This design comes from an exercise in tuning for small area on the open sky130 flow, not from production work.
Function was checked by simulation only, so behaviour that the tests miss may differ from the original.
Power figures rest on the tool's default switching activity, not on a simulated workload.

==> inputs of branch tundra <==
==> flow/design.v <==
module regfile_aoi3 (
  input  logic a0, b0, a1, b1, a2, b2,
  output logic y
);
  assign y = ~((a0 & b0) | (a1 & b1) | (a2 & b2));
endmodule
module regfile_ao3 (
  input  logic a0, b0, a1, b1, a2, b2,
  output logic y
);
  logic n;
  regfile_aoi3 u_aoi (.a0(a0), .b0(b0), .a1(a1), .b1(b1), .a2(a2), .b2(b2), .y(n));
  assign y = ~n;
endmodule
module regfile_read_bit (
  input  logic [31:1] sel,
  input  logic [31:1] d,
  output logic        y
);
  logic [10:0] n;
  for (genvar g = 0; g < 10; g++) begin : g_aoi
    regfile_aoi3 u_aoi (
      .a0(sel[3*g+1]), .b0(d[3*g+1]),
      .a1(sel[3*g+2]), .b1(d[3*g+2]),
      .a2(sel[3*g+3]), .b2(d[3*g+3]),
      .y (n[g])
    );
  end
  assign n[10] = ~(sel[31] & d[31]);
  assign y = ~&n;
endmodule
module regfile_mp_scoreboard #(
  parameter int DATA_W = 32,
  parameter int DEPTH  = 32,
  parameter int ADR_W  = 5
) (
  input  logic              Clock,
  input  logic              Reset,
  input  logic              WEn_A,
  input  logic [ADR_W-1:0]  Write_Adr_A,
  input  logic [DATA_W-1:0] Write_Data_A,
  input  logic              WEn_B,
  input  logic [ADR_W-1:0]  Write_Adr_B,
  input  logic [DATA_W-1:0] Write_Data_B,
  input  logic [ADR_W-1:0]  Read_Adr_1,
  input  logic [ADR_W-1:0]  Read_Adr_2,
  input  logic              Issue_En,
  input  logic [ADR_W-1:0]  Issue_Adr,
  output logic [DATA_W-1:0] Read_Data_1,
  output logic [DATA_W-1:0] Read_Data_2,
  output logic              Busy_1,
  output logic              Busy_2,
  output logic              Write_Conflict
);
  logic [DATA_W-1:0] regs      [1:DEPTH-1];
  logic [DATA_W-1:0] regs_next [1:DEPTH-1];
  logic [DEPTH-1:1]  valid;
  logic [DEPTH-1:1]  busy;
  logic [DEPTH-1:1]  hit_a, hit_b, hit_i;
  logic [DEPTH-1:1]  sel_b, sel_a, sel_q;
  logic [DEPTH-1:1]  dec_1, dec_2;
  logic [DEPTH-1:1]  sel_1, sel_2;
  assign Write_Conflict = WEn_A && WEn_B && (Write_Adr_A == Write_Adr_B) &&
                          (Write_Adr_A != '0);
  always_comb begin
    for (int r = 1; r < DEPTH; r++) begin
      hit_a[r] = WEn_A    && (Write_Adr_A == ADR_W'(r));
      hit_b[r] = WEn_B    && (Write_Adr_B == ADR_W'(r));
      hit_i[r] = Issue_En && (Issue_Adr   == ADR_W'(r));
      dec_1[r] = (Read_Adr_1 == ADR_W'(r));
      dec_2[r] = (Read_Adr_2 == ADR_W'(r));
    end
  end
  assign sel_b = hit_b;
  assign sel_a = hit_a & ~hit_b;
  assign sel_q = ~(hit_a | hit_b);
  for (genvar r = 1; r < DEPTH; r++) begin : g_reg
    for (genvar b = 0; b < DATA_W; b++) begin : g_bit
      regfile_ao3 u_next (
        .a0(sel_b[r]), .b0(Write_Data_B[b]),
        .a1(sel_a[r]), .b1(Write_Data_A[b]),
        .a2(sel_q[r]), .b2(regs[r][b]),
        .y (regs_next[r][b])
      );
    end
  end
  always_ff @(posedge Clock) begin
    for (int r = 1; r < DEPTH; r++)
      regs[r] <= regs_next[r];
  end
  always_ff @(posedge Clock or posedge Reset) begin
    if (Reset) begin
      valid <= '0;
      busy  <= '0;
    end else begin
      valid <= valid | hit_a | hit_b;
      busy  <= (busy & ~(hit_a | hit_b)) | hit_i;
    end
  end
  assign sel_1 = dec_1 & valid;
  assign sel_2 = dec_2 & valid;
  for (genvar b = 0; b < DATA_W; b++) begin : g_rd
    logic [DEPTH-1:1] col;
    for (genvar r = 1; r < DEPTH; r++) begin : g_col
      assign col[r] = regs[r][b];
    end
    regfile_read_bit u_rd_1 (.sel(sel_1), .d(col), .y(Read_Data_1[b]));
    regfile_read_bit u_rd_2 (.sel(sel_2), .d(col), .y(Read_Data_2[b]));
  end
  assign Busy_1 = |(dec_1 & busy);
  assign Busy_2 = |(dec_2 & busy);
endmodule
==> flow/run.sh <==
#!/bin/bash
# synth_recipe.tcl (not shown) runs the flow's synth.tcl, then flattens the netlist and writes it again
# the make line also repeats each setting of config.mk as NAME=value (left out here)
make -C /OpenROAD-flow-scripts/flow DESIGN_CONFIG=/design/flow/config.mk WORK_HOME=/design/flow/orfs CLKGATE_MAP_FILE= SYNTH_SCRIPT=/design/flow/synth_recipe.tcl finish
==> flow/config.mk <==
export PLATFORM = sky130hd
export DESIGN_NAME = regfile_mp_scoreboard
export DESIGN_NICKNAME = regfile_mp_scoreboard
export VERILOG_FILES = /design/flow/design.v
export SDC_FILE = /design/flow/constraint.sdc
export NUM_CORES = 4
export LEC_CHECK = 0
export CAP_MARGIN = 20
export CORE_MARGIN = 2
export CORE_UTILIZATION = 25
export PLACE_DENSITY = 0.3
export SLEW_MARGIN = 20
export SYNTH_HIERARCHICAL = 1
export SYNTH_MINIMUM_KEEP_SIZE = 0
==> flow/constraint.sdc <==
create_clock -name core_clock -period 8.0 [get_ports {Clock}]
set_input_delay 1.6000 -clock core_clock [delete_from_list [all_inputs] [get_ports {Clock}]]
set_output_delay 1.6000 -clock core_clock [all_outputs]
set_load 0.01 [all_outputs]
==> branch delta: changes against branch tundra <==
--- a/flow/design.v
+++ b/flow/design.v
@@ -4,12 +4,4 @@
 );
   assign y = ~((a0 & b0) | (a1 & b1) | (a2 & b2));
-endmodule
-module regfile_ao3 (
-  input  logic a0, b0, a1, b1, a2, b2,
-  output logic y
-);
-  logic n;
-  regfile_aoi3 u_aoi (.a0(a0), .b0(b0), .a1(a1), .b1(b1), .a2(a2), .b2(b2), .y(n));
-  assign y = ~n;
 endmodule
 module regfile_read_bit (
@@ -61,4 +53,8 @@
   logic [DEPTH-1:1]  dec_1, dec_2;
   logic [DEPTH-1:1]  sel_1, sel_2;
+  logic              phase;
+  logic [DATA_W-1:0] wdata_a, wdata_b;
+  logic              rflip_1, rflip_2;
+  logic [DATA_W-1:0] rraw_1, rraw_2;
   assign Write_Conflict = WEn_A && WEn_B && (Write_Adr_A == Write_Adr_B) &&
                           (Write_Adr_A != '0);
@@ -75,9 +71,17 @@
   assign sel_a = hit_a & ~hit_b;
   assign sel_q = ~(hit_a | hit_b);
+  always_ff @(posedge Clock or posedge Reset) begin
+    if (Reset)
+      phase <= 1'b0;
+    else
+      phase <= ~phase;
+  end
+  assign wdata_a = Write_Data_A ^ {DATA_W{phase}};
+  assign wdata_b = Write_Data_B ^ {DATA_W{phase}};
   for (genvar r = 1; r < DEPTH; r++) begin : g_reg
     for (genvar b = 0; b < DATA_W; b++) begin : g_bit
-      regfile_ao3 u_next (
-        .a0(sel_b[r]), .b0(Write_Data_B[b]),
-        .a1(sel_a[r]), .b1(Write_Data_A[b]),
+      regfile_aoi3 u_next (
+        .a0(sel_b[r]), .b0(wdata_b[b]),
+        .a1(sel_a[r]), .b1(wdata_a[b]),
         .a2(sel_q[r]), .b2(regs[r][b]),
         .y (regs_next[r][b])
@@ -100,4 +104,6 @@
   assign sel_1 = dec_1 & valid;
   assign sel_2 = dec_2 & valid;
+  assign rflip_1 = phase & (|sel_1);
+  assign rflip_2 = phase & (|sel_2);
   for (genvar b = 0; b < DATA_W; b++) begin : g_rd
     logic [DEPTH-1:1] col;
@@ -105,7 +111,9 @@
       assign col[r] = regs[r][b];
     end
-    regfile_read_bit u_rd_1 (.sel(sel_1), .d(col), .y(Read_Data_1[b]));
-    regfile_read_bit u_rd_2 (.sel(sel_2), .d(col), .y(Read_Data_2[b]));
+    regfile_read_bit u_rd_1 (.sel(sel_1), .d(col), .y(rraw_1[b]));
+    regfile_read_bit u_rd_2 (.sel(sel_2), .d(col), .y(rraw_2[b]));
   end
+  assign Read_Data_1 = rraw_1 ^ {DATA_W{rflip_1}};
+  assign Read_Data_2 = rraw_2 ^ {DATA_W{rflip_2}};
   assign Busy_1 = |(dec_1 & busy);
   assign Busy_2 = |(dec_2 & busy);
==> flow/flow/run.sh (new file) <==
#!/bin/bash
# The standard layout (the standard.sh, standard synthesis unchanged) with
# two placement/CTS options changed through ORFS's own variables:
#  - port buffers use the smallest buffer cell;
#  - clock tree synthesis inserts no dummy loads and uses small clock buffers.
# The full make output goes to standard_flow.log; ORFS keeps each tool's log
# under orfs/logs/.
set -euo pipefail
export BUFFER_PORTS_ARGS="-buffer_cell sky130_fd_sc_hd__buf_1"
export CTS_ARGS="-sink_clustering_enable -repair_clock_nets -dont_use_dummy_load -sink_clustering_size 16 -sink_clustering_max_diameter 60 -buf_list {sky130_fd_sc_hd__clkbuf_4 sky130_fd_sc_hd__clkbuf_8}"
bash standard.sh > standard_flow.log 2>&1
==> flow/standard.sh (new file) <==
#!/bin/bash
# synth_recipe.tcl (not shown) runs the flow's synth.tcl, then flattens the netlist and writes it again
# the make line also repeats each setting of config.mk as NAME=value (left out here)
make -C /OpenROAD-flow-scripts/flow DESIGN_CONFIG=/design/flow/config.mk WORK_HOME=/design/flow/orfs CLKGATE_MAP_FILE= SYNTH_SCRIPT=/design/flow/synth_recipe.tcl "${@:-finish}"
--- a/flow/config.mk
+++ b/flow/config.mk
@@ -6,9 +6,9 @@
 export NUM_CORES = 4
 export LEC_CHECK = 0
-export CAP_MARGIN = 20
+export CAP_MARGIN = 5
 export CORE_MARGIN = 2
-export CORE_UTILIZATION = 25
-export PLACE_DENSITY = 0.3
-export SLEW_MARGIN = 20
+export CORE_UTILIZATION = 35
+export PLACE_DENSITY = 0.4
+export SLEW_MARGIN = 5
 export SYNTH_HIERARCHICAL = 1
 export SYNTH_MINIMUM_KEEP_SIZE = 0
removed: flow/run.sh
==> notes.md <==
| item | branch tundra | branch delta |
|---|---|---|
| Result of the run | no timing/DRC/antenna violations | no timing/DRC/antenna violations |
| Share of the synthesized area in compound gates (AO/OA/AOI/OAI) | 38.7% | 41.0% |
| Non-Clock Buffer Count | 455 | 375 |
| Total of flip-flops plus latches after synthesis | 1054 | 1055 |
| CTS root buf | sky130_fd_sc_hd__clkbuf_16 | sky130_fd_sc_hd__clkbuf_8 |
| Global-route usage over all layers | 34.3% | 41.4% |
| Met1 wire length | 138000 um | 99400 um |
| Fraction of the core area covered by cells at the end of the flow | 31.9% | 41.0% |
| Post-layout power | 17.1 mW | 14.6 mW |
| Placed cell areas | 53800 um^2 | 49100 um^2 |
| Power of the sequential group | 7.76 mW | 8.25 mW |
| Sinks on Clock Net | 1054 | 1055 |
| Gp weighted congestion | 0.899 | 0.978 |
| Multiplexer area fraction after synthesis | 0.183% | 0.427% |
| Detailed-routed wire length on met2 | 147000 um | 118000 um |
| Met3 Resource Use GR | 8.22% | 12.0% |
| Placed Cells incl. Taps | 7283 | 5551 |
| Routed length on met3 | 37100 um | 40700 um |
| Number of cells on the critical path | 7 | 10 |
| Number of global-route vias before repair | 48800 | 48600 |
| Endpoint of the most critical setup path | Read_Data_1[24] | Read_Data_1[12] |

-- static timing again, ports no longer ideal --
How much do the figures lean on ideal ports? The routed layouts below were timed once more, with nothing changed but the port constraints. Step 1 sets driving cells, clkbuf_16 on the clock port and buf_2 on the other inputs (assumed; they add their load-dependent delay and slew). Step 2 times the ports against the registers' clock, not the clock port: input delays grow and output delays shrink by t, the midpoint of the rising clock arrivals with the driver on. Three values: no drivers, after step 1, after step 2; two values: the first two.
| run | t (ns) | slack for setup (ns) | slew at the worst register clock pin (ns) | worst data-port slew with drivers (ns) | cell pins on the clock port's net |
|---|---|---|---|---|---|
| branch tundra | 0.885 | 0.343 / 0.321 / 0.321 | 0.06 / 0.06 | 0.05 | 1 |
| branch delta | 0.873 | 0.274 / 0.231 / 0.231 | 0.11 / 0.11 | 0.05 | 1 |
After both steps setup and hold are still met in every run listed. The setup slack of branch delta, which loses most, moves by -0.043 ns with the drivers and by -0.043 ns with both steps.
